Background: an optimization exercise with open tools, aiming at small area, a short achievable clock period and few clock cycles per item. Do not read the settings as production practice. Where RTL was checked, it was by simulation tests only, not by an equivalence proof against the original. Only the layout flow was run in runs 4 and 5; the RTL was not checked for function there. The flow treats the clock pin as an ideal source, which a real chip does not have. Power and IR drop assume default switching activity.

==> design/flow/design.v <==
package conv_pkg;
   localparam int DATA_W = 14;
   localparam int ACC_W  = 28;
   localparam int LANES  = 8;
   typedef logic signed [DATA_W-1:0] data_t;
endpackage
module sel_cell (
   input  logic            sel_n,
   input  logic            keep_n,
   input  conv_pkg::data_t nw,
   input  conv_pkg::data_t old,
   output conv_pkg::data_t y
);
   assign y = ~(({conv_pkg::DATA_W{sel_n}} | nw) & ({conv_pkg::DATA_W{keep_n}} | old));
endmodule
module mac_operand_scatter
#(
   parameter int N_TAPS   = 16,
   parameter int TREE_LAT = 5
) (
   input  logic                      clk,
   input  logic                      reset,
   input  conv_pkg::data_t                     in_data,
   input  logic                      in_valid,
   output logic                      in_ready,
   input  logic                      flush,
   input  logic                      w_we,
   input  logic [$clog2(N_TAPS)-1:0] w_addr,
   input  conv_pkg::data_t                     w_data,
   output logic                      w_err,
   output conv_pkg::data_t [conv_pkg::LANES-1:0]         lane_a,
   output conv_pkg::data_t [conv_pkg::LANES-1:0]         lane_b,
   output logic                      mac_en,
   output logic                      mac_clear,
   output logic                      sum_capture
);
   localparam int L = conv_pkg::LANES;
   logic              r_ph;           
   logic              r_rdy;          
   logic              r_en;           
   logic [3:0]        r_cnt;          
   logic [TREE_LAT+2:0] r_pipe;       
   conv_pkg::data_t   r_a [L];        
   conv_pkg::data_t   r_b [L];        
   conv_pkg::data_t   r_wa [L];       
   conv_pkg::data_t   r_wb [L];       
   logic              w_full;
   logic              w_shift;
   logic              w_sel_n, w_keep_n;
   logic              w_accept;
   logic              w_form;
   logic              w_wr;
   conv_pkg::data_t   w_dn, w_dz;
   assign w_full   = (r_cnt == 4'd15);
   assign in_ready = r_rdy;
   assign w_shift  = in_valid & r_rdy;
   assign w_sel_n  = ~w_shift;
   assign w_keep_n = w_shift;
   assign w_accept = w_shift & ~flush & ~reset;
   assign w_form   = w_accept & w_full;
   assign w_wr     = w_we & ~(r_pipe[0] & w_addr[3]);
   assign w_dn     = ~w_data;
   assign w_dz     = reset ? '0 : w_data;
   for (genvar gi = 0; gi < L; gi++) begin : g_bank
      conv_pkg::data_t w_sa, w_sb, w_na, w_nb;
      if (gi < L - 1) begin : g_mid
         assign w_sa = r_b[gi+1];
         assign w_sb = r_a[gi+1];
      end else begin : g_top
         assign w_sa = r_ph ? ~r_a[0] : ~in_data;
         assign w_sb = r_ph ? in_data : ~r_b[0];
      end
      sel_cell u_na (.sel_n(w_sel_n), .keep_n(w_keep_n), .nw(w_sa), .old(r_b[gi]), .y(w_na));
      sel_cell u_nb (.sel_n(w_sel_n), .keep_n(w_keep_n), .nw(w_sb), .old(r_a[gi]), .y(w_nb));
      logic w_hit, w_hit_a, w_hit_b;
      logic w_sel_a_n, w_keep_a_n, w_sel_b_n, w_keep_b_n;
      conv_pkg::data_t w_wna, w_wnb;
      assign w_hit      = w_wr && w_addr[2:0] == 3'(gi);
      assign w_hit_a    = w_hit & (w_addr[3] != r_ph);
      assign w_hit_b    = w_hit & (w_addr[3] == r_ph);
      assign w_sel_a_n  = ~w_hit_a | reset;
      assign w_keep_a_n = w_hit_a | reset;
      assign w_sel_b_n  = ~w_hit_b & ~reset;
      assign w_keep_b_n = w_hit_b;
      sel_cell u_wna (.sel_n(w_sel_a_n), .keep_n(w_keep_a_n), .nw(w_dn), .old(r_wb[gi]), .y(w_wna));
      sel_cell u_wnb (.sel_n(w_sel_b_n), .keep_n(w_keep_b_n), .nw(w_dz), .old(r_wa[gi]), .y(w_wnb));
      always_ff @(posedge clk) begin
         r_a[gi]  <= w_na;
         r_b[gi]  <= w_nb;
         r_wa[gi] <= w_wna;
         r_wb[gi] <= w_wnb;
      end
      assign lane_a[gi] = r_a[gi];
      assign lane_b[gi] = r_wa[gi];
   end
   always_ff @(posedge clk) begin
      if (reset) begin
         r_ph   <= 1'b0;
         r_rdy  <= 1'b1;
         r_en   <= 1'b0;
         r_cnt  <= '0;
         r_pipe <= '0;
         w_err  <= 1'b0;
      end else begin
         r_ph  <= ~r_ph;
         r_rdy <= flush | ~r_ph | ~(w_full | (w_accept & r_cnt == 4'd14));
         r_en  <= ~flush & (w_form | r_pipe[0]);
         if (flush)                   r_cnt <= '0;
         else if (w_accept & ~w_full) r_cnt <= r_cnt + 1'b1;
         if (flush) r_pipe <= '0;
         else       r_pipe <= {r_pipe[TREE_LAT+1:0], w_form};
         w_err <= w_we & ~w_wr;
      end
   end
   assign mac_en      = r_en;
   assign mac_clear   = r_pipe[0];
   assign sum_capture = r_pipe[TREE_LAT+2];
endmodule
==> design/flow/flow/run.sh <==
#!/bin/bash
# The standard layout with two changes:
# - the port buffers are made of the smallest buffer cell instead of the one
#   ORFS picks by default;
# - after clock tree synthesis the tree's root buffer is removed, so the clock
#   port drives the tree's first level (two buffers) directly; timing is then
#   repaired (post_cts.tcl) instead of before the removal.
set -euo pipefail
export BUFFER_PORTS_ARGS="-buffer_cell sky130_fd_sc_hd__buf_1"
export SKIP_CTS_REPAIR_TIMING=1
export POST_CTS_TCL="$PWD/flow/post_cts.tcl"
bash standard.sh > standard_flow.log 2>&1
==> design/flow/flow/post_cts.tcl <==
proc remove_clock_root {} {
  set block [ord::get_db_block]
  set clk [$block findNet clk]
  set root ""
  foreach it [$clk getITerms] { if {[$it isInputSignal]} { set root [$it getInst] } }
  if {$root eq ""} { puts "remove_clock_root: no root buffer"; return }
  set rootout ""
  foreach it [$root getITerms] { if {[$it isOutputSignal]} { set rootout [$it getNet] } }
  set loads {}
  foreach it [$rootout getITerms] { if {[$it isInputSignal]} { lappend loads $it } }
  if {[llength $loads] + [llength [$clk getITerms]] - 1 > 4} {
    puts "remove_clock_root: root buffer drives [llength $loads] pins, kept"
    return
  }
  foreach it $loads { $it disconnect; $it connect $clk }
  puts "remove_clock_root: removed [$root getName], moved [llength $loads] loads to clk"
  odb::dbInst_destroy $root
  odb::dbNet_destroy $rootout
}

remove_clock_root
estimate_parasitics -placement
report_clock_latency
repair_timing_helper
detailed_placement
check_placement -verbose
estimate_parasitics -placement
report_worst_slack
==> design/flow/standard.sh <==
#!/bin/bash
# synth_recipe.tcl (not shown) runs the flow's synth.tcl, then flattens the netlist and writes it again
# the make line also repeats each setting of config.mk as NAME=value (left out here)
make -C /OpenROAD-flow-scripts/flow DESIGN_CONFIG=/design/flow/config.mk WORK_HOME=/design/flow/orfs CLKGATE_MAP_FILE= SYNTH_SCRIPT=/design/flow/synth_recipe.tcl "${@:-finish}"
==> design/flow/config.mk <==
export PLATFORM = sky130hd
export DESIGN_NAME = mac_operand_scatter
export DESIGN_NICKNAME = mac_operand_scatter
export VERILOG_FILES = /design/flow/design.v
export SDC_FILE = /design/flow/constraint.sdc
export NUM_CORES = 4
export LEC_CHECK = 0
export CAP_MARGIN = 20
export CORE_MARGIN = 2
export CORE_UTILIZATION = 70
export CTS_CLUSTER_DIAMETER = 60
export CTS_CLUSTER_SIZE = 30
export PLACE_DENSITY = 0.8
export SETUP_SLACK_MARGIN = 2.85
export SLEW_MARGIN = 20
export SYNTH_HIERARCHICAL = 1
export SYNTH_MINIMUM_KEEP_SIZE = 0
==> design/flow/constraint.sdc <==
create_clock -name core_clock -period 5.0 [get_ports {clk}]
set_input_delay 1.0000 -clock core_clock [delete_from_list [all_inputs] [get_ports {clk}]]
set_output_delay 1.0000 -clock core_clock [all_outputs]
set_load 0.01 [all_outputs]
==> flow_metrics.tcl, run 1 <==
set metrics [dict create \
    ys_types 31 \
    worst-path-buf-inv 1 \
    syn_avg_cell_area_sq_um 11.9 \
    top_layer "met4" \
    routedWlPerCell_um 21.8 \
    cpPeakStageDelay_ns 0.42 \
    grt_pass1_vias 9415 \
    clk_latency_ns 0.42 \
    dp_cells 1608 \
    syn_area_sq_mm 0.0136 \
    tns_ns 0 \
    dp_slack_ns 2.03 \
    synthFlopType "dfxtp_1" \
    nNetsFinal 1408 \
    initial_core_util 0.707 \
    setup_ws_ns 2.85 \
    fin_crit_sh 0.429 \
    synth_edf_count 0 \
    die_x_um 144 \
    synth_most_common_cell "dfxtp_1" \
    die_h_um 144 \
    crit_arrival_ns 2.42 \
    total_power_mw 6.84 \
    grt_antenna_before_repair 1 \
    synth_warnings 15 \
    cp.required_ns 5.27 \
    met2WireLength_um 17300 \
    start_kind "input port" \
    syn_inst 1147 \
    hp-start "r_wb[2][12]" \
    p_per_area_mw_per_mm2 448 \
    reg2reg_from "r_ph" \
    status "finished clean" \
    ant_nets 0 \
    grt_pass1_wl_um 52700 \
    slowest_stage "or3b_1" \
    p_leak_nw 5.50 \
    vias_per_cell 6.46 \
    synthTopCellsByCount "dfxtp_1, o22ai_1, buf_6" \
    hold_viol 0 \
    syn_to_final_growth_pct 12.0 \
    max_clock_freq_mhz 466 \
    drtPass1Iterations 5 \
    min_period_ns 2.15 \
    dp_hpwl_um 23400 \
    track_usage 0.327 \
    crit_path_max_fanout 14 \
    drive_gt1_frac 0.0669 \
    synthArstFlopShare 0 \
    cts_tree "yes" \
    wl_met1_um 14000 \
    clk_pin_slew_ns 0.11 \
    die_area_sq_mm 0.0206 \
    num-fill-cells 1309 \
    vdd_drop_max_mv 0.375 \
    tightest_slew_ns 0.857 \
    io-pin-count 266 \
    placementRows 51 \
    synthDominantCellAreaShare 0.681 \
    crit_chain "clkbuf_2 > or3b_1 > nand2_1 > a21o_2 > o22ai_1" \
    rsz0062_at_grt "true" \
    core_area_sq_mm 0.0193 \
    grt_start_max_net_pins 231 \
    hold_class "reg -> reg" \
    synth_seq_area_share 0.681 \
    crit_type "in -> reg" \
    grt_remaining_overflow 0 \
    syn_nets 1186 \
    num_vias 10602 \
    drc 0 \
    routed_wl_um 35700 \
    crit_start "w_addr[3]" \
    synth_top_area_cell "dfxtp_1" \
    slew_headroom 0.426 \
    ys_top_cells_by_area "dfxtp_1, o22ai_1, buf_6, buf_4, mux2i_1" \
    setup_violations 0 \
    cp_top_family "simple AND/OR/NAND/NOR gates" \
    drt_iter0_markers 1035 \
    met3_length_um 3180 \
    clock_sinks 464 \
    io_buffers 265 \
    clock_skew_ns 0.0363 \
    fin_cells 1642 \
    slew_violations 0 \
    cap_viol_max_count 0 \
    gp_congestion 0.862 \
    yosys_register_bits 464 \
    crit_path_end_kind "register" \
]
-- cell families after synthesis --
group,Yosys count,synth area share
multiplexers,15,0.0110
adder cells (fa/ha/maj),2,0.00184
buffers and inverters,93,0.0531
AND/OR/NAND/NOR,86,0.0305
flip-flops,464,0.681
AO/OA/AOI/OAI,487,0.222
-- power by group --
part	total, mW	switching [mW]	leakage, nW	internal [mW]
clock	1.92	1.13	0.298	0.787
combinational	0.672	0.420	1.37	0.252
sequential	4.25	0.236	3.84	4.02
-- cells in the final DEF, fill, tap and decap left out, drive strengths merged, types with 2 or more instances in the layout --
| cell | Yosys | layout |
|---|---|---|
| buf | 71 | 272 |
| clkinvlp | 0 | 4 |
| dfxtp | 464 | 464 |
| clkbuf | 5 | 23 |
| o21ai | 15 | 15 |
| mux2i | 15 | 15 |
| nand2b | 4 | 4 |
| nor2 | 24 | 24 |
| inv | 17 | 21 |
| a21oi | 14 | 14 |
| ha | 2 | 2 |
| nand2 | 26 | 26 |
| clkinv | 0 | 2 |
| and2 | 16 | 16 |
| o22ai | 448 | 448 |
| nor3 | 5 | 5 |
| nand3 | 3 | 3 |
| a21o | 8 | 8 |
-- worst reg2reg max path: stages, from the launching register on --
cell and delay, ns:
dfxtp_2 0.33, buf_6 0.23, or3b_1 0.48, nand2_1 0.32, a21o_2 0.38, o22ai_1 0.15
-- layout make-up --
class | instances | area, sq um | share of cell area
multi-input combinational | 590 | 3810 | 0.249
tap | 265 | 332 | 0.0217
timing repair inverter | 2 | 12.5 | 0.000819
sequential | 464 | 9290 | 0.608
antenna | 1 | 2.50 | 0.000164
clock inverter | 8 | 98.8 | 0.00647
timing repair buffer | 274 | 1140 | 0.0749
inverter | 17 | 67.6 | 0.00442
clock buffer | 21 | 514 | 0.0337
-- layer usage --
metal | up-vias | global-route usage
met3 | 67 | 0.0670
li1 | 4859 | -
met4 | 0 | 0.107
met2 | 527 | 0.548
met1 | 5149 | 0.427
met5 | - | 0
-- path summary, 6_finish.rpt --
check / end / slack [ns] / cells after the start
setup / recovery: r_wa[4][12] / 2.85 / 5
hold / removal: r_wa[2][12] / 0.41 / 1
setup reg to reg: r_wa[4][12] / 2.98 / 5
hold reg to reg: r_wa[2][12] / 0.41 / 1
-- Yosys stat by module (local to each module, per instance) --
module,flops+latches,copies in the design,cell area [sq um],cells inside
mac_operand_scatter,464,1,10200,635
sel_cell,0,32,106,16
-- registers in the layout, indices dropped and copies added (netlist names) --
name / flops
w_err: 1
r_a: 112
r_cnt: 4
r_b: 112
r_wb: 112
r_ph: 1
r_pipe: 8
r_en: 1
r_rdy: 1
r_wa: 112
-- stage by stage --
| step | util | cell area [sq um] | hold slack, ns |
|---|---|---|---|
| 2_1_floorplan | - | 13700 | 0.388 |
| 3_3_place_gp | 0.747 | 14400 | 0.390 |
| 3_5_place_dp | 0.747 | 14400 | 0.397 |
| 5_1_grt | 0.792 | 15300 | 0.416 |
| 6_report | 0.792 | 15300 | 0.408 |
Testbench counts, summed over its fixed seeds: cycles 4,272, items 2,048.
==> run 2, diff against run 1 <==
--- a/design/flow/config.mk
+++ b/design/flow/config.mk
@@ -12,5 +12,5 @@
 export CTS_CLUSTER_SIZE = 30
 export PLACE_DENSITY = 0.8
-export SETUP_SLACK_MARGIN = 2.85
+export SETUP_SLACK_MARGIN = 2.9
 export SLEW_MARGIN = 20
 export SYNTH_HIERARCHICAL = 1
==> flow_metrics.tcl, run 2 <==
set metrics [dict create \
    status "finished clean" \
    p_leak_nw 5.51 \
    syn_inst 1147 \
    rsz0062_at_grt "true" \
    synth_warnings 15 \
    ys_types 31 \
    slew_violations 0 \
    drive_gt1_frac 0.0597 \
    routed_wl_um 36400 \
    syn_area_sq_mm 0.0136 \
    drt_iter0_markers 998 \
    num_vias 10543 \
    num-fill-cells 1286 \
    track_usage 0.332 \
    cts_tree "yes" \
    regArea_sq_mm 0.00929 \
    setup_violations 0 \
    gp_congestion 0.858 \
    tns_ns 0 \
    dp_hpwl_um 23300 \
    cap_viol_max_count 0 \
    synthFlopType "dfxtp_1" \
    synth_most_common_cell "dfxtp_1" \
    vias_per_cell 6.43 \
    clk_latency_ns 0.41 \
    hold_slack_ns 0.410 \
    io-pin-count 266 \
    start_kind "input port" \
    n_antenna_cell 0 \
    drtPass1Iterations 5 \
    synth_edf_count 0 \
    layout_common_cells "dfxtp_1, o22ai_1, buf_1" \
    hold_viol 0 \
    fin_crit_sh 0.415 \
    grt_pass1_wl_um 53600 \
    nNetsFinal 1406 \
    crit_arrival_ns 2.32 \
    syn_to_final_growth_pct 11.8 \
    clock_sinks 464 \
    min_period_ns 2.07 \
    p_per_area_mw_per_mm2 450 \
    routedWlPerCell_um 22.2 \
    ys_top_cells_by_area "dfxtp_1, o22ai_1, buf_6, buf_4, mux2i_1" \
    die_area_sq_mm 0.0206 \
    synth_seq_area_share 0.681 \
    initial_core_util 0.707 \
    placementRows 51 \
    die_h_um 144 \
    die_x_um 144 \
    synth_top_area_cell "dfxtp_1" \
    core_area_sq_mm 0.0193 \
    crit_path_end_kind "register" \
    syn_nets 1186 \
    drc 0 \
    yosys_register_bits 464 \
    hold_class "reg -> reg" \
    final_common_cell "dfxtp_1" \
    postPlaceCellArea_sq_mm 0.0144 \
    clock_skew_ns 0.0221 \
    syn_avg_cell_area_sq_um 11.9 \
    max_clock_freq_mhz 482 \
    grt_antenna_before_repair 1 \
    cp.required_ns 5.25 \
    synthArstFlopShare 0 \
    synthDominantCellAreaShare 0.681 \
    vdd_drop_max_mv 0.367 \
    grt_remaining_overflow 0 \
    synthTopCellsByCount "dfxtp_1, o22ai_1, buf_6" \
    grt_pass1_vias 9553 \
    crit_type "in -> reg" \
    multi_input_area_sq_mm 0.00375 \
    io_buffers 265 \
    clk_pin_slew_ns 0.10 \
    tightest_slew_ns 0.931 \
    slew_headroom 0.377 \
    fin_area_sq_mm 0.0152 \
    grt_start_max_net_pins 173 \
    ant_nets 0 \
    crit_path_max_fanout 35 \
]
==> run 2: logic make-up (layout without fill, tap and decap cells) <==
kind of cell	after synthesis	count (layout)	share of synthesized area
flops	464	464	0.681
buf+inv	93	320	0.0531
mux	15	15	0.0110
fa+ha+maj	2	2	0.00184
simple gates	86	86	0.0305
compound gates	487	487	0.222
==> run 2: path summary, 6_finish.rpt <==
path              start          to  slack (ns)  cells past startpoint
max               reset  r_wb[0][8]        2.93                      4
min          r_wb[4][3]  r_wa[4][3]        0.41                      1
max reg2reg        r_ph  r_wb[1][7]        3.06                      3
min reg2reg  r_wb[4][3]  r_wa[4][3]        0.41                      1
==> run 2: Yosys stat by module (local to each module, per instance) <==
| module | cell area, sq um | flip-flops and latches | cells |
|---|---|---|---|
| sel_cell | 106 | 0 | 16 |
| mac_operand_scatter | 10200 | 464 | 635 |
==> run 2: final cells by class <==
class | count | area share
clock inverters | 9 | 0.00706
clock buffers | 20 | 0.0328
inverters | 17 | 0.00443
well taps | 265 | 0.0218
repair buffers | 274 | 0.0776
flip-flops and latches | 464 | 0.610
multi-input cells | 590 | 0.246
==> run 2: power breakdown <==
group          total, mW  switching (mW)  internal (mW)
combinational      0.674           0.419          0.255
clock               1.92            1.14          0.775
sequential          4.26           0.245           4.02
total               6.85            1.81           5.05
==> run 2: per-stage QoR <==
step                instances   util  worst slack [ns]  power (mW)
global placement         1606  0.747              2.13        4.94
finish                   1639  0.791              2.93        6.85
floorplan                1147      -              2.11        4.69
global route             1639  0.791              2.87        7.08
detailed placement       1606  0.747              2.02        4.96
==> run 2: layer usage <==
metal,wire length (um),part of all wire,vias up,GRT usage
met5,12,0.00033,-,0
met4,1350,0.037,2,0.121
met3,3350,0.092,80,0.0656
met2,17400,0.48,544,0.548
met1,14300,0.39,5067,0.436
li1,-,-,4850,-
==> run 2: critical path: stages <==
cell and delay [ns]:
buf_1 0.07, buf_4 0.27, nor2_1 0.78, o22ai_1 0.19
==> run 3, diff against run 2 <==
--- a/design/flow/config.mk
+++ b/design/flow/config.mk
@@ -13,5 +13,5 @@
 export PLACE_DENSITY = 0.8
 export SETUP_SLACK_MARGIN = 2.9
-export SLEW_MARGIN = 20
+export SLEW_MARGIN = 70
 export SYNTH_HIERARCHICAL = 1
 export SYNTH_MINIMUM_KEEP_SIZE = 0
==> flow_metrics.tcl, run 3 <==
set metrics [dict create \
    status "finished clean" \
    hold_viol 0 \
    clk_pin_slew_ns 0.11 \
    synthDominantCellAreaShare 0.681 \
    drc 0 \
    synthAdderAreaFrac 0.00184 \
    fin_cells 1659 \
    tns_ns 0 \
    syn_inst 1147 \
    syn_avg_cell_area_sq_um 11.9 \
    hold_slack_ns 0.410 \
    hold_class "reg -> reg" \
    slew_violations 0 \
    yosys_register_bits 464 \
    fin_crit_sh 0.418 \
    vdd_drop_max_mv 0.356 \
    synth_warnings 15 \
    slew_headroom 0.704 \
    syn_area_sq_mm 0.0136 \
    setup_violations 0 \
    synth_top_family_by_area "compound AO/OA/AOI/OAI gates" \
    power_frac_clock 0.280 \
    vias_per_cell 6.42 \
    routed_wl_um 36700 \
    grt_antenna_before_repair 1 \
    io-pin-count 266 \
    synthTopCellsByCount "dfxtp_1, o22ai_1, buf_6" \
    dp_hpwl_um 24400 \
    gp_congestion 0.858 \
    final_common_cell "dfxtp_1" \
    grt_remaining_overflow 0 \
    grt_start_max_net_pins 53 \
    drive_gt1_frac 0.0854 \
    drtPass1Iterations 5 \
    worst-path-buf-inv 1 \
    synthFlopType "dfxtp_1" \
    clk_latency_ns 0.41 \
    num_vias 10655 \
    synth-compound-area-share 0.222 \
    clock_sinks 464 \
    pwr-share-seq 0.617 \
    die_area_sq_mm 0.0206 \
    cp.required_ns 4.00 \
    crit_path_end_kind "output port" \
    synth.area.mux_share 0.0110 \
    layout_common_cells "dfxtp_1, o22ai_1, buf_1" \
    slowest_stage "dfxtp_1" \
    crit_arrival_ns 1.09 \
    die_h_um 144 \
    p_sw_frac 0.264 \
    power_switching_mw 1.82 \
    crit_type "reg -> out" \
    ys_top_cells_by_area "dfxtp_1, o22ai_1, buf_6, buf_4, mux2i_1" \
    cts_tree "yes" \
    syn_nets 1186 \
    die_x_um 144 \
    core_area_sq_mm 0.0193 \
    crit_path_max_fanout 3 \
    synth_edf_count 0 \
    start_kind "register" \
    track_usage 0.342 \
    r2r_setup_slack_ns 3.28 \
    synth_top_area_cell "dfxtp_1" \
    min_period_ns 2.09 \
    syn_to_final_growth_pct 14.6 \
    grt_pass1_vias 9790 \
    drt_iter0_markers 1003 \
    p_leak_nw 5.65 \
    cap_viol_max_count 0 \
    rsz0062_at_grt "false" \
    ant_nets 0 \
    synthXorXnorAreaFrac 0 \
    tightest_slew_ns 0.441 \
    p_per_area_mw_per_mm2 442 \
    initial_core_util 0.707 \
    n_antenna_cell 0 \
    cp_top_family "flip-flops" \
    io_buffers 265 \
    synth_most_common_cell "dfxtp_1" \
    cpPeakStageDelay_ns 0.39 \
    synth_seq_area_share 0.681 \
    p_comb_frac 0.103 \
    synth-simple-area-share 0.0305 \
    routedWlPerCell_um 22.1 \
    ys_types 31 \
    nNetsFinal 1421 \
    grt_pass1_wl_um 54900 \
    crit_chain "buf_1" \
    fin_util 0.811 \
    dp_cells 1615 \
    max_clock_freq_mhz 479 \
    internal_power_mw 5.08 \
    synthArstFlopShare 0 \
    clock_skew_ns 0.0155 \
    placementRows 51 \
]
-- run 3: cell counts after synthesis --
No cell type changed its count.
-- run 3: cell families (layout without fill, tap and decap cells) --
family | count (synthesis) | after routing
muxes | 15 | 15
buffers and inverters | 93 | 340
adders and majority gates | 2 | 2
DFF | 464 | 464
and+or+nand+nor | 86 | 86
AOI/OAI and AO/OA | 487 | 487
-- run 3: final timing paths --
check	from	end	cells after the start
worst max register to register	r_ph	r_wa[7][2]	5
worst min register to register	r_wb[6][12]	r_wa[6][12]	1
worst max-delay path	r_a[2][3]	lane_a[31]	1
worst min-delay path	r_wb[6][12]	r_wa[6][12]	1
-- run 3: per-layer routing --
| metal | global-route usage | vias up | share of wire |
|---|---|---|---|
| met2 | 0.571 | 589 | 0.48 |
| met3 | 0.0673 | 90 | 0.091 |
| li1 | - | 4898 | - |
| met5 | 0 | - | 0.00033 |
| met1 | 0.440 | 5076 | 0.39 |
| met4 | 0.134 | 2 | 0.042 |
-- run 3: power groups by stage --
| stage | clock network, mW | registers, mW | logic, mW |
|---|---|---|---|
| 6_report | 1.93 | 4.26 | 0.713 |
| 5_1_grt | 2.07 | 4.29 | 0.770 |
| 3_5_place_dp | 0 | 4.33 | 0.674 |
| 3_3_place_gp | 0 | 4.33 | 0.612 |
| 2_1_floorplan | 0 | 4.33 | 0.365 |
-- run 3: modules after synthesis (local to each module, per instance) --
module | cell area, sq um | cells | flops+latches
sel_cell | 106 | 16 | 0
mac_operand_scatter | 10200 | 635 | 464
-- run 3: stage by stage --
stage	cell area (sq um)	power, mW	setup slack (ns)
after floorplan	13700	4.69	2.11
after global placement	14400	4.94	2.13
after detailed placement	14800	5.00	2.34
after global routing	15600	7.13	2.90
final	15600	6.90	2.91
-- run 3: area by class of cell --
class | count | area, sq um
well taps | 265 | 332
clock inverters | 11 | 108
repair inverters | 1 | 5.00
clock buffers | 23 | 512
flip-flops and latches | 464 | 9290
inverters | 17 | 67.6
multi-input cells | 590 | 3870
repair buffers | 288 | 1440
fillers | 1201 | 3640
==> run 4, diff against run 3 <==
--- a/design/flow/design.v
+++ b/design/flow/design.v
@@ -39,4 +39,5 @@
    logic              r_rdy;          
    logic              r_en;           
+   logic              r_rst1;         
    logic [3:0]        r_cnt;          
    logic [TREE_LAT+2:0] r_pipe;       
@@ -51,5 +52,5 @@
    logic              w_form;
    logic              w_wr;
-   conv_pkg::data_t   w_dn, w_dz;
+   conv_pkg::data_t   w_dn;
    assign w_full   = (r_cnt == 4'd15);
    assign in_ready = r_rdy;
@@ -61,5 +62,4 @@
    assign w_wr     = w_we & ~(r_pipe[0] & w_addr[3]);
    assign w_dn     = ~w_data;
-   assign w_dz     = reset ? '0 : w_data;
    for (genvar gi = 0; gi < L; gi++) begin : g_bank
       conv_pkg::data_t w_sa, w_sb, w_na, w_nb;
@@ -80,9 +80,9 @@
       assign w_hit_b    = w_hit & (w_addr[3] == r_ph);
       assign w_sel_a_n  = ~w_hit_a | reset;
-      assign w_keep_a_n = w_hit_a | reset;
-      assign w_sel_b_n  = ~w_hit_b & ~reset;
+      assign w_keep_a_n = w_hit_a | reset | r_rst1;
+      assign w_sel_b_n  = ~w_hit_b;
       assign w_keep_b_n = w_hit_b;
       sel_cell u_wna (.sel_n(w_sel_a_n), .keep_n(w_keep_a_n), .nw(w_dn), .old(r_wb[gi]), .y(w_wna));
-      sel_cell u_wnb (.sel_n(w_sel_b_n), .keep_n(w_keep_b_n), .nw(w_dz), .old(r_wa[gi]), .y(w_wnb));
+      sel_cell u_wnb (.sel_n(w_sel_b_n), .keep_n(w_keep_b_n), .nw(w_data), .old(r_wa[gi]), .y(w_wnb));
       always_ff @(posedge clk) begin
          r_a[gi]  <= w_na;
@@ -94,4 +94,5 @@
       assign lane_b[gi] = r_wa[gi];
    end
+   always_ff @(posedge clk) r_rst1 <= reset;
    always_ff @(posedge clk) begin
       if (reset) begin
--- a/design/flow/config.mk
+++ b/design/flow/config.mk
@@ -13,5 +13,5 @@
 export PLACE_DENSITY = 0.8
 export SETUP_SLACK_MARGIN = 2.9
-export SLEW_MARGIN = 70
+export SLEW_MARGIN = 20
 export SYNTH_HIERARCHICAL = 1
 export SYNTH_MINIMUM_KEEP_SIZE = 0
==> flow_metrics.tcl, run 4 <==
set metrics [dict create \
    status "finished clean" \
    max_clock_freq_mhz 475 \
    start_kind "input port" \
    synth_seq_area_share 0.682 \
    rsz0062_at_grt "true" \
    ant_nets 0 \
    core_area_sq_mm 0.0193 \
    dp_cells 1607 \
    fin_cells 1649 \
    synth_warnings 15 \
    grt_antenna_before_repair 1 \
    synth_edf_count 0 \
    dp_hpwl_um 23300 \
    clock_skew_ns 0.0199 \
    final_common_cell "dfxtp_1" \
    r2r_end "r_wa[5][0]" \
    die_x_um 144 \
    routed_wl_um 36500 \
    routedWlPerCell_um 22.1 \
    hp-start "r_wb[1][1]" \
    grt_pass1_wl_um 53400 \
    cts_tree "yes" \
    ys_types 32 \
    reg2reg_from "r_ph" \
    track_usage 0.331 \
    internal_power_mw 5.17 \
    tns_ns 0 \
    clock_sinks 465 \
    syn_nets 1185 \
    crit_path_max_fanout 14 \
    dp_slack_ns 2.04 \
    clk_latency_ns 0.41 \
    hold_class "reg -> reg" \
    vias_per_cell 6.46 \
    nNetsFinal 1412 \
    placementRows 51 \
    syn_inst 1146 \
    syn_to_final_growth_pct 13.0 \
    min_to "r_wa[1][1]" \
    p_leak_nw 5.53 \
    num_vias 10650 \
    synthFlopType "dfxtp_1" \
    grt_start_max_net_pins 228 \
    initial_core_util 0.708 \
    io_buffers 265 \
    syn_area_sq_mm 0.0136 \
    slew_violations 0 \
    setup_violations 0 \
    die_area_sq_mm 0.0206 \
    p_comb_frac 0.095 \
    synthArstFlopShare 0 \
    p_per_area_mw_per_mm2 454 \
    synthDominantCellAreaShare 0.682 \
    grt_remaining_overflow 0 \
    reg2regPathDepth 5 \
    synthTopCellsByCount "dfxtp_1, o22ai_1, buf_4" \
    crit_path_end_kind "register" \
    vdd_drop_max_mv 0.413 \
    hold_path_depth 1 \
    die_h_um 144 \
    pwr-share-seq 0.608 \
    syn_avg_cell_area_sq_um 11.9 \
    r2r_setup_slack_ns 3.05 \
    io-pin-count 266 \
    fin_area_sq_mm 0.0154 \
    crit_start "w_addr[3]" \
    drtPass1Iterations 5 \
    slew_headroom 0.463 \
    fin_crit_sh 0.421 \
    synth_most_common_cell "dfxtp_1" \
    power_switching_mw 1.83 \
    drc 0 \
    layout_common_cells "dfxtp_1, o22ai_1, buf_1" \
    drt_iter0_markers 954 \
    setup_ws_ns 2.90 \
    p_sw_frac 0.261 \
    crit_arrival_ns 2.42 \
    cp.required_ns 5.32 \
    hold_viol 0 \
    gp_congestion 0.916 \
    total_power_mw 7.00 \
    clk_pin_slew_ns 0.10 \
    yosys_register_bits 465 \
    postPlaceCellArea_sq_mm 0.0144 \
    ys_top_cells_by_area "dfxtp_1, o22ai_1, buf_6, buf_4, mux2i_1" \
    min_period_ns 2.10 \
    cap_viol_max_count 0 \
    tightest_slew_ns 0.806 \
    grt_pass1_vias 9629 \
    crit_type "in -> reg" \
    synth_top_area_cell "dfxtp_1" \
    power_frac_clock 0.298 \
    drive_gt1_frac 0.0672 \
]
==> run 4: cell families after synthesis <==
| group | after synthesis | synth area share |
|---|---|---|
| mux | 15 | 0.0110 |
| flops | 465 | 0.682 |
| compound gates | 481 | 0.220 |
| fa+ha+maj | 2 | 0.00183 |
| simple gates | 91 | 0.0316 |
| buf+inv | 92 | 0.0537 |
==> run 4: metrics by stage <==
stage / utilization / hold WS [ns]
6_report: 0.801 / 0.415
5_1_grt: 0.800 / 0.422
3_5_place_dp: 0.746 / 0.397
3_3_place_gp: 0.746 / 0.390
2_1_floorplan: - / 0.388
==> run 4: power groups by stage <==
stage          clock network (mW)  registers, mW  logic (mW)
6_report                     2.08           4.25       0.663
2_1_floorplan                   0           4.34       0.333
3_5_place_dp                    0           4.33       0.618
3_3_place_gp                    0           4.32       0.601
5_1_grt                      2.23           4.29       0.713
==> run 4: layout make-up <==
type,instances,area [sq um]
timing repair buffer,277,1180
sequential,465,9310
antenna,1,2.50
inverter,17,80.1
tap,265,332
clock buffer,25,592
clock inverter,8,118
multi-input combinational,591,3810
fill,1273,3840
==> run 4: per-module statistics from Yosys (local to each module, per instance) <==
| module | times used | cell area (sq um) | cells |
|---|---|---|---|
| mac_operand_scatter | 1 | 10200 | 634 |
| sel_cell | 32 | 106 | 16 |
==> run 4: worst max-delay path, cell delays in order <==
cell     delay (ns)
buf_1          0.16
nor2b_1        0.33
a21o_2         0.37
nand2_2        0.28
o22ai_1        0.28
==> run 4: worst max path at each step <==
stage	endpoint	slack, ns	cells past startpoint
2_1_floorplan	r_wa[0][2]	2.89	5
3_5_place_dp	r_wa[5][12]	2.04	5
5_1_grt	r_wb[6][8]	2.84	5
6_report	r_wb[5][8]	2.90	5
3_3_place_gp	r_cnt[0]	2.11	5
==> run 4: routing by layer <==
| layer | up-vias | part of all wire | GRT usage | wire, um |
|---|---|---|---|---|
| met5 | - | 0 | 0 | 0 |
| met4 | 0 | 0.039 | 0.111 | 1410 |
| met3 | 112 | 0.091 | 0.0726 | 3320 |
| met2 | 551 | 0.47 | 0.551 | 17300 |
| met1 | 5101 | 0.40 | 0.432 | 14400 |
| li1 | 4886 | - | - | - |
==> run 5, diff against run 4 <==
==> design/flow/flow/run.sh (replaced) <==
#!/bin/bash
# The standard layout with these changes:
# - the port buffers are made of the smallest buffer cell instead of the one
#   ORFS picks by default;
# - clock tree synthesis makes clusters of at most 20 registers, each driven
#   by a clkbuf_8;
set -euo pipefail
export BUFFER_PORTS_ARGS="-buffer_cell sky130_fd_sc_hd__buf_1"
export CTS_ARGS="-sink_clustering_enable -repair_clock_nets -sink_clustering_size 20 -sink_clustering_max_diameter 40 -sink_clustering_buffer sky130_fd_sc_hd__clkbuf_8"
export SKIP_CTS_REPAIR_TIMING=1
export POST_CTS_TCL="$PWD/flow/post_cts.tcl"
bash standard.sh > standard_flow.log 2>&1
--- a/design/flow/config.mk
+++ b/design/flow/config.mk
@@ -9,8 +9,6 @@
 export CORE_MARGIN = 2
 export CORE_UTILIZATION = 70
-export CTS_CLUSTER_DIAMETER = 60
-export CTS_CLUSTER_SIZE = 30
 export PLACE_DENSITY = 0.8
-export SETUP_SLACK_MARGIN = 2.9
+export SETUP_SLACK_MARGIN = 2.95
 export SLEW_MARGIN = 20
 export SYNTH_HIERARCHICAL = 1
==> flow_metrics.tcl, run 5 <==
set metrics [dict create \
    status "finished clean" \
    layout_common_cells "dfxtp_1, o22ai_1, buf_1" \
    syn_area_sq_mm 0.0136 \
    crit_start "w_addr[0]" \
    p_sw_frac 0.270 \
    routedWlPerCell_um 23.8 \
    grt_antenna_before_repair 2 \
    crit_type "in -> reg" \
    die_x_um 144 \
    crit_path_max_fanout 14 \
    dp_slack_ns 2.11 \
    crit_path_end_kind "register" \
    setup_violations 0 \
    vias_per_cell 6.64 \
    grt_pass1_vias 9902 \
    clock_skew_ns 0.0177 \
    ys_top_cells_by_area "dfxtp_1, o22ai_1, buf_6, buf_4, mux2i_1" \
    nNetsFinal 1448 \
    max_clock_freq_mhz 451 \
    power_frac_clock 0.324 \
    pwr-share-seq 0.581 \
    syn_to_final_growth_pct 17.1 \
    routed_wl_um 40500 \
    num_vias 11327 \
    synth_top_area_cell "dfxtp_1" \
    dp_cells 1608 \
    synthFlopType "dfxtp_1" \
    dp_hpwl_um 23500 \
    yosys_register_bits 465 \
    crit_arrival_ns 2.47 \
    io_buffers 265 \
    track_usage 0.342 \
    initial_core_util 0.708 \
    synthDominantCellAreaShare 0.682 \
    internal_power_mw 5.37 \
    drt_iter0_markers 1406 \
    start_kind "input port" \
    drive_gt1_frac 0.114 \
    p_per_area_mw_per_mm2 460 \
    syn_inst 1146 \
    rsz0062_at_grt "true" \
    drc 0 \
    reg2reg_from "r_ph" \
    fin_crit_sh 0.443 \
    syn_avg_cell_area_sq_um 11.9 \
    clock_sinks 465 \
    gp_congestion 0.883 \
    synthArstFlopShare 0 \
    grt_start_max_net_pins 115 \
    vdd_drop_max_mv 0.317 \
    slew_violations 0 \
    core_area_sq_mm 0.0193 \
    synth_edf_count 0 \
    total_power_mw 7.35 \
    clk_latency_ns 0.35 \
    num-fill-cells 1147 \
    cap_viol_max_count 0 \
    synthTopCellsByCount "dfxtp_1, o22ai_1, buf_4" \
    synth_warnings 15 \
    tns_ns 0 \
    setup_ws_ns 2.78 \
    min_period_ns 2.22 \
    tightest_slew_ns 0.763 \
    hp-start "r_wb[3][11]" \
    die_area_sq_mm 0.0206 \
    p_leak_nw 5.81 \
    die_h_um 144 \
    synth_seq_area_share 0.682 \
    p_comb_frac 0.095 \
    power_switching_mw 1.99 \
    drtPass1Iterations 6 \
    grt_pass1_wl_um 55000 \
    syn_nets 1185 \
    r2r_setup_slack_ns 2.99 \
    grt_remaining_overflow 0 \
    ys_types 32 \
    cp.required_ns 5.25 \
    clk_pin_slew_ns 0.11 \
    ant_nets 0 \
    fin_cells 1705 \
    cts_tree "yes" \
    hold_class "reg -> reg" \
    hold_viol 0 \
    final_common_cell "dfxtp_1" \
    slew_headroom 0.492 \
    io-pin-count 266 \
    placementRows 51 \
    synth_most_common_cell "dfxtp_1" \
]
run 5: cell count changes in the layout (fill, tap and decap cells not counted), moves of 4 or more:
cell | previous run | this run
clkbuf_8 | 4 | 35
inv_12 | 4 | 0
clkbuf_16 | 22 | 8
inv_6 | 0 | 7
o22ai_1 | 448 | 442
clkinvlp_4 | 0 | 7
buf_4 | 3 | 12
o22ai_2 | 0 | 5
clkinv_4 | 1 | 5
run 5: modules after synthesis, one instance, submodules excluded:
module	area, sq um	flip-flops and latches	cells	copies in the design
sel_cell	106	0	16	32
mac_operand_scatter	10200	465	634	1
run 5: critical path, stage by stage:
cell	delay, ns
buf_1	0.29
nand2_2	0.22
nor2_1	0.34
nand2_2	0.28
o22ai_1	0.33
run 5: power by group through the flow:
| stage | Combinational [mW] | Sequential [mW] | Clock [mW] |
|---|---|---|---|
| floorplan | 0.336 | 4.34 | 0 |
| detailed placement | 0.604 | 4.34 | 0 |
| global placement | 0.588 | 4.34 | 0 |
| global route | 0.742 | 4.30 | 2.53 |
| finish | 0.696 | 4.27 | 2.38 |
run 5: cell families after synthesis:
family / count (synthesis) / share of synthesized area
simple gates: 91 / 0.0316
mux: 15 / 0.0110
compound gates: 481 / 0.220
buf+inv: 92 / 0.0537
flops: 465 / 0.682
fa+ha+maj: 2 / 0.00183
run 5: path summary, 6_finish.rpt:
| check | to | depth (start not counted) |
|---|---|---|
| worst min-delay path | r_wa[3][11] | 1 |
| worst max register to register | r_wa[1][5] | 6 |
| worst min register to register | r_wa[3][11] | 1 |
| worst max-delay path | r_wa[3][4] | 5 |
run 5: through the flow:
stage               hold WS, ns  instance area, sq um  utilization
floorplan                 0.388                 13700            -
global placement          0.391                 14400        0.747
detailed placement        0.399                 14400        0.747
global route              0.422                 16000        0.829
finish                    0.415                 16000        0.830
run 5: cell type report:
type                       instances  area (sq um)  area share
clock inverter                    26           267      0.0167
antenna                            1          2.50    0.000157
sequential                       465          9310       0.583
timing repair inverter             1          11.3    0.000704
timing repair buffer             294          1380      0.0862
tap                              265           332      0.0207
multi-input combinational        592          3940       0.246
clock buffer                      44           664      0.0416
inverter                          17          80.1     0.00501
run 5: per-layer routing:
metal / GRT usage / vias to the layer above / wire (um) / share of wire
li1: - / 4958 / - / -
met3: 0.0756 / 162 / 3950 / 0.098
met2: 0.557 / 776 / 19000 / 0.47
met1: 0.447 / 5431 / 15400 / 0.38
met4: 0.140 / 0 / 2190 / 0.054
met5: 0 / - / 0 / 0
==> run 6, diff against run 5 <==
--- a/design/flow/design.v
+++ b/design/flow/design.v
@@ -39,5 +39,4 @@
    logic              r_rdy;          
    logic              r_en;           
-   logic              r_rst1;         
    logic [3:0]        r_cnt;          
    logic [TREE_LAT+2:0] r_pipe;       
@@ -52,5 +51,5 @@
    logic              w_form;
    logic              w_wr;
-   conv_pkg::data_t   w_dn;
+   conv_pkg::data_t   w_dn, w_dz;
    assign w_full   = (r_cnt == 4'd15);
    assign in_ready = r_rdy;
@@ -62,4 +61,5 @@
    assign w_wr     = w_we & ~(r_pipe[0] & w_addr[3]);
    assign w_dn     = ~w_data;
+   assign w_dz     = reset ? '0 : w_data;
    for (genvar gi = 0; gi < L; gi++) begin : g_bank
       conv_pkg::data_t w_sa, w_sb, w_na, w_nb;
@@ -80,9 +80,9 @@
       assign w_hit_b    = w_hit & (w_addr[3] == r_ph);
       assign w_sel_a_n  = ~w_hit_a | reset;
-      assign w_keep_a_n = w_hit_a | reset | r_rst1;
-      assign w_sel_b_n  = ~w_hit_b;
+      assign w_keep_a_n = w_hit_a | reset;
+      assign w_sel_b_n  = ~w_hit_b & ~reset;
       assign w_keep_b_n = w_hit_b;
       sel_cell u_wna (.sel_n(w_sel_a_n), .keep_n(w_keep_a_n), .nw(w_dn), .old(r_wb[gi]), .y(w_wna));
-      sel_cell u_wnb (.sel_n(w_sel_b_n), .keep_n(w_keep_b_n), .nw(w_data), .old(r_wa[gi]), .y(w_wnb));
+      sel_cell u_wnb (.sel_n(w_sel_b_n), .keep_n(w_keep_b_n), .nw(w_dz), .old(r_wa[gi]), .y(w_wnb));
       always_ff @(posedge clk) begin
          r_a[gi]  <= w_na;
@@ -94,5 +94,4 @@
       assign lane_b[gi] = r_wa[gi];
    end
-   always_ff @(posedge clk) r_rst1 <= reset;
    always_ff @(posedge clk) begin
       if (reset) begin
==> flow_metrics.tcl, run 6 <==
set metrics [dict create \
    status "finished clean" \
    drt_iter0_markers 967 \
    drc 0 \
    synth_warnings 15 \
    core_area_sq_mm 0.0193 \
    synth_top_area_cell "dfxtp_1" \
    tns_ns 0 \
    synth_seq_area_share 0.681 \
    syn_avg_cell_area_sq_um 11.9 \
    min_period_ns 2.12 \
    cts_tree "yes" \
    hp-start "r_wb[6][1]" \
    placementRows 51 \
    clk_latency_ns 0.35 \
    r2r_setup_slack_ns 3.04 \
    grt_antenna_before_repair 0 \
    synthFlopType "dfxtp_1" \
    clock_skew_ns 0.0223 \
    rsz0062_at_grt "true" \
    hold_slack_ns 0.402 \
    cap_viol_max_count 0 \
    slew_violations 0 \
    hold_class "reg -> reg" \
    ys_types 31 \
    cp.required_ns 5.18 \
    nNetsFinal 1428 \
    crit_path_end_kind "register" \
    yosys_register_bits 464 \
    gp_congestion 0.834 \
    ant_nets 0 \
    crit_type "in -> reg" \
    setup_violations 0 \
    die_h_um 144 \
    drtPass1Iterations 5 \
    die_x_um 144 \
    grt_pass1_wl_um 54100 \
    reg2reg_from "r_ph" \
    hold_viol 0 \
    crit_arrival_ns 2.31 \
    max_clock_freq_mhz 471 \
    multi_input_area_sq_mm 0.00393 \
    vias_per_cell 6.45 \
    initial_core_util 0.707 \
    crit_path_end "r_wb[5][13]" \
    die_area_sq_mm 0.0206 \
    synthDominantCellAreaShare 0.681 \
    slew_headroom 0.477 \
    grt_pass1_vias 9778 \
    syn_nets 1186 \
    num-fill-cells 1182 \
    r2r_end "r_wb[5][13]" \
    reg2regPathDepth 4 \
    synth_edf_count 0 \
    final_common_cell "dfxtp_1" \
    io_buffers 265 \
    ys_top_cells_by_area "dfxtp_1, o22ai_1, buf_6, buf_4, mux2i_1" \
    vdd_drop_max_mv 0.354 \
    regArea_sq_mm 0.00929 \
    syn_area_sq_mm 0.0136 \
    fin_crit_sh 0.425 \
    syn_inst 1147 \
    grt_start_max_net_pins 171 \
    dp_cells 1607 \
    io-pin-count 266 \
    synth_most_common_cell "dfxtp_1" \
    synthTopCellsByCount "dfxtp_1, o22ai_1, buf_6" \
    start_kind "input port" \
    n_antenna_cell 0 \
    clk_pin_slew_ns 0.11 \
    clock_sinks 464 \
    layout_common_cells "dfxtp_1, o22ai_1, buf_1" \
    p_per_area_mw_per_mm2 466 \
    routed_wl_um 38100 \
    crit_start "w_addr[3]" \
    p_leak_nw 5.80 \
    grt_remaining_overflow 0 \
    dp_hpwl_um 23700 \
    fin_cells 1681 \
    syn_to_final_growth_pct 15.9 \
    tightest_slew_ns 0.781 \
    synthArstFlopShare 0 \
    drive_gt1_frac 0.102 \
    num_vias 10849 \
    routedWlPerCell_um 22.7 \
    track_usage 0.335 \
    crit_path_max_fanout 15 \
]
## run 6: per-module statistics from Yosys, one instance, submodules excluded
module               area [sq um]  flops+latches  cells inside  times used
mac_operand_scatter         10200            464           635           1
sel_cell                      106              0            16          32
## run 6: power breakdown
part	leakage (nW)	internal [mW]	switching, mW
registers	3.84	4.02	0.243
logic	1.51	0.263	0.441
clock network	0.459	1.18	1.21
## run 6: area by class of cell
cell class,count,share of cell area
flip-flops and latches,464,0.588
repair inverters,2,0.000792
clock buffers,48,0.0422
multi-input cells,590,0.249
repair buffers,278,0.0788
well taps,265,0.0210
inverters,17,0.00428
clock inverters,17,0.0164
## run 6: worst max-delay path, stage by stage
cell      delay (ns)
buf_2           0.14
nand3b_1        0.13
o21ai_4         0.18
a21oi_2         0.63
o22ai_1         0.23
## run 6: kinds of logic (layout without fill, tap and decap cells)
| logic type | Yosys count | count (layout) | synth area share |
|---|---|---|---|
| AOI/OAI and AO/OA | 487 | 487 | 0.222 |
| DFF | 464 | 464 | 0.681 |
| buffers and inverters | 93 | 362 | 0.0531 |
| and+or+nand+nor | 86 | 86 | 0.0305 |
| muxes | 15 | 15 | 0.0110 |
| adders and majority gates | 2 | 2 | 0.00184 |
## run 6: worst min-delay path by stage
stage	cells past startpoint	endpoint	slack (ns)
3_3_place_gp	1	r_wa[1][12]	0.39
6_report	1	r_wa[6][1]	0.40
3_5_place_dp	1	r_wa[2][12]	0.40
2_1_floorplan	1	r_wa[0][12]	0.39
5_1_grt	1	r_wa[6][1]	0.41
## run 6: metal layers
metal	GRT usage	vias to the layer above	routed length (um)
met1	0.425	5218	14700
met5	0	-	0
met3	0.0756	108	3300
met2	0.549	612	18600
met4	0.152	0	1520
li1	-	4911	-
## run 6: per-stage QoR
stage / area (sq um) / total power [mW] / setup WS (ns) / utilization
after floorplan: 13700 / 4.69 / 2.11 / -
after global placement: 14400 / 4.95 / 1.57 / 0.747
after detailed placement: 14400 / 4.97 / 1.51 / 0.747
after global routing: 15800 / 7.60 / 2.85 / 0.820
final: 15800 / 7.36 / 2.88 / 0.820
Testbench counts of run 6, summed over its fixed seeds: cycles 4,272, items 2,048.
==> run 7, diff against run 6 <==
--- a/design/flow/config.mk
+++ b/design/flow/config.mk
@@ -10,5 +10,5 @@
 export CORE_UTILIZATION = 70
 export PLACE_DENSITY = 0.8
-export SETUP_SLACK_MARGIN = 2.95
+export SETUP_SLACK_MARGIN = 3.05
 export SLEW_MARGIN = 20
 export SYNTH_HIERARCHICAL = 1
==> flow_metrics.tcl, run 7 <==
set metrics [dict create \
    min_period_ns 2.14 \
    vdd_drop_max_mv 0.472 \
    cpPeakStageDelay_ns 0.83 \
    tightest_slew_ns 0.969 \
    synthFlopType "dfxtp_1" \
    syn_avg_cell_area_sq_um 11.9 \
    placementRows 51 \
    cp.required_ns 5.20 \
    rsz0062_at_grt "true" \
    dp_hpwl_um 23400 \
    synth_seq_area_share 0.681 \
    p_comb_frac 0.105 \
    grt_pass1_vias 9754 \
    ant_nets 0 \
    ys_types 31 \
    crit_arrival_ns 2.34 \
    io-pin-count 266 \
    die_area_sq_mm 0.0206 \
    crit_path_end "r_wb[2][9]" \
    r2r_end "r_wa[6][12]" \
    io_buffers 265 \
    layout_common_cells "dfxtp_1, o22ai_1, buf_1" \
    fin_crit_sh 0.429 \
    routed_wl_um 41800 \
    grt_pass1_wl_um 54900 \
    synth-compound-area-share 0.222 \
    reg2reg_from "r_ph" \
    drive_gt1_frac 0.213 \
    syn_to_final_growth_pct 22.7 \
    status "finished clean" \
    drt_iter0_markers 1270 \
    num_vias 11345 \
    dp_cells 1606 \
    synthAdderAreaFrac 0.00184 \
    hold_slack_ns 0.411 \
    synth_warnings 15 \
    setup_violations 0 \
    synth_top_area_cell "dfxtp_1" \
    die_x_um 144 \
    tns_ns 0 \
    die_h_um 144 \
    max_clock_freq_mhz 467 \
    synthDominantCellAreaShare 0.681 \
    final_common_cell "dfxtp_1" \
    power_frac_clock 0.317 \
    yosys_register_bits 464 \
    start_kind "input port" \
    syn_inst 1147 \
    internal_power_mw 5.40 \
    synthArstFlopShare 0 \
    dp_slack_ns 2.04 \
    hold_class "reg -> reg" \
    synthTopCellsByCount "dfxtp_1, o22ai_1, buf_6" \
    crit_start "w_data[9]" \
    synth_most_common_cell "dfxtp_1" \
    syn_nets 1186 \
    cp.depth 4 \
    crit_path_max_fanout 9 \
    worst-path-buf-inv 2 \
    p_leak_nw 6.16 \
    slew_headroom 0.352 \
    drc 0 \
    vias_per_cell 6.61 \
    grt_remaining_overflow 0 \
    hold_viol 0 \
    grt_antenna_before_repair 0 \
    track_usage 0.343 \
    clock_skew_ns 0.0211 \
    cp_top_family "simple AND/OR/NAND/NOR gates" \
    synth_edf_count 0 \
    drtPass1Iterations 6 \
    initial_core_util 0.707 \
    clk_latency_ns 0.35 \
    synth_top_family_by_area "compound AO/OA/AOI/OAI gates" \
    clk_pin_slew_ns 0.11 \
    synth-simple-area-share 0.0305 \
    r2r_setup_slack_ns 3.08 \
    grt_start_max_net_pins 106 \
    cap_viol_max_count 0 \
    routedWlPerCell_um 24.3 \
    fin_cells 1717 \
    slowest_stage "nor2_1" \
    power_switching_mw 2.00 \
    n_antenna_cell 0 \
    ys_top_cells_by_area "dfxtp_1, o22ai_1, buf_6, buf_4, mux2i_1" \
    setup_ws_ns 2.86 \
    synth.area.mux_share 0.0110 \
    cts_tree "yes" \
    clock_sinks 464 \
    synthXorXnorAreaFrac 0 \
    p_sw_frac 0.271 \
    crit_path_end_kind "register" \
    crit_chain "buf_1 > inv_1 > nor2_1 > o22ai_1" \
    syn_area_sq_mm 0.0136 \
    nNetsFinal 1461 \
    core_area_sq_mm 0.0193 \
    reg2regPathDepth 5 \
    p_per_area_mw_per_mm2 442 \
    slew_violations 0 \
    gp_congestion 0.962 \
    pwr-share-seq 0.578 \
    crit_type "in -> reg" \
]
[run 7: power by group through the flow]
| stage | Clock [mW] | Combinational (mW) | Sequential, mW |
|---|---|---|---|
| after floorplan | 0 | 0.371 | 4.33 |
| after global routing | 2.49 | 0.826 | 4.30 |
| after global placement | 0 | 0.612 | 4.33 |
| after detailed placement | 0 | 0.631 | 4.33 |
| final | 2.35 | 0.778 | 4.27 |
[run 7: area by class of cell]
| type | count | area (sq um) |
|---|---|---|
| tap | 265 | 332 |
| timing repair buffer | 304 | 1600 |
| multi-input combinational | 598 | 4510 |
| clock inverter | 22 | 226 |
| clock buffer | 47 | 672 |
| inverter | 17 | 67.6 |
| sequential | 464 | 9330 |
| fill | 991 | 2540 |
[run 7: worst min path at each step]
stage / depth (start not counted) / start / slack, ns / end
6_report: 1 / r_wb[6][1] / 0.41 / r_wa[6][1]
5_1_grt: 1 / r_wb[1][3] / 0.43 / r_wa[1][3]
3_5_place_dp: 1 / r_wb[7][12] / 0.40 / r_wa[7][12]
3_3_place_gp: 1 / r_wb[0][12] / 0.39 / r_wa[0][12]
2_1_floorplan: 1 / r_wb[0][12] / 0.39 / r_wa[0][12]
[run 7: per-stage QoR]
stage / instance area, sq um / utilization / total power [mW]
global placement: 14400 / 0.750 / 4.94
detailed placement: 14400 / 0.750 / 4.97
floorplan: 13800 / - / 4.70
finish: 16700 / 0.868 / 7.40
global route: 16700 / 0.868 / 7.62
[run 7: layer usage]
| metal | global-route usage | share of wire | vias up |
|---|---|---|---|
| li1 | - | - | 4981 |
| met1 | 0.438 | 0.36 | 5470 |
| met2 | 0.569 | 0.49 | 726 |
| met3 | 0.0806 | 0.097 | 168 |
| met4 | 0.135 | 0.051 | 0 |
| met5 | 0 | 0 | - |
[run 7: Yosys stat by module (local to each module, per instance)]
module	cell area [sq um]	cells
sel_cell	106	16
mac_operand_scatter	10200	635
[run 7: worst reg2reg max path: cells and delay by family (launching register included)]
family | cells | cell delay, ns
buffers and inverters | 1 | 0.23
DFF | 1 | 0.51
and+or+nand+nor | 2 | 0.64
AOI/OAI and AO/OA | 2 | 0.46
[run 7: logic make-up after synthesis]
kind of cell | after synthesis
mux | 15
simple gates | 86
compound gates | 487
fa+ha+maj | 2
buf+inv | 93
flops | 464

-- port drivers added, routing unchanged --
No port has a modelled driver above. Below, the same layouts with a new extraction and two added sets of constraints. Step 1 (the two cells are an assumption about what drives the block):
set clk [get_ports {clk}]
set_driving_cell -lib_cell sky130_fd_sc_hd__clkbuf_16 $clk
set_driving_cell -lib_cell sky130_fd_sc_hd__buf_2 [delete_from_list [all_inputs] $clk]
Step 2 times the ports against the registers' clock, not the clock port: input delays grow and output delays shrink by t, the midpoint of the rising clock arrivals with the driver on. a / b / c = ideal ports / drivers / drivers and shift; a / b = the first two.
run | shift t [ns] | setup slack, ns | worst setup path at the end | worst register clock-pin slew, ns
run 1 | 0.460 | 2.854 / 2.864 / 2.432 | input to register | 0.11 / 0.11
run 2 | 0.466 | 2.926 / 2.876 / 2.501 | input to register | 0.11 / 0.11
run 3 | 0.461 | 2.911 / 2.851 / 2.528 | input to register | 0.11 / 0.11
run 4 | 0.465 | 2.896 / 2.870 / 2.464 | input to register | 0.11 / 0.11
run 5 | 0.432 | 2.784 / 2.815 / 2.392 | input to register | 0.11 / 0.11
run 6 | 0.423 | 2.876 / 2.907 / 2.499 | input to register | 0.11 / 0.11
run 7 | 0.432 | 2.857 / 2.913 / 2.485 | input to register | 0.12 / 0.12
After both steps setup and hold are still met in every run listed. For run 4, which loses most, drivers alone change the setup slack by -0.026 ns; drivers and shift together by -0.432 ns.
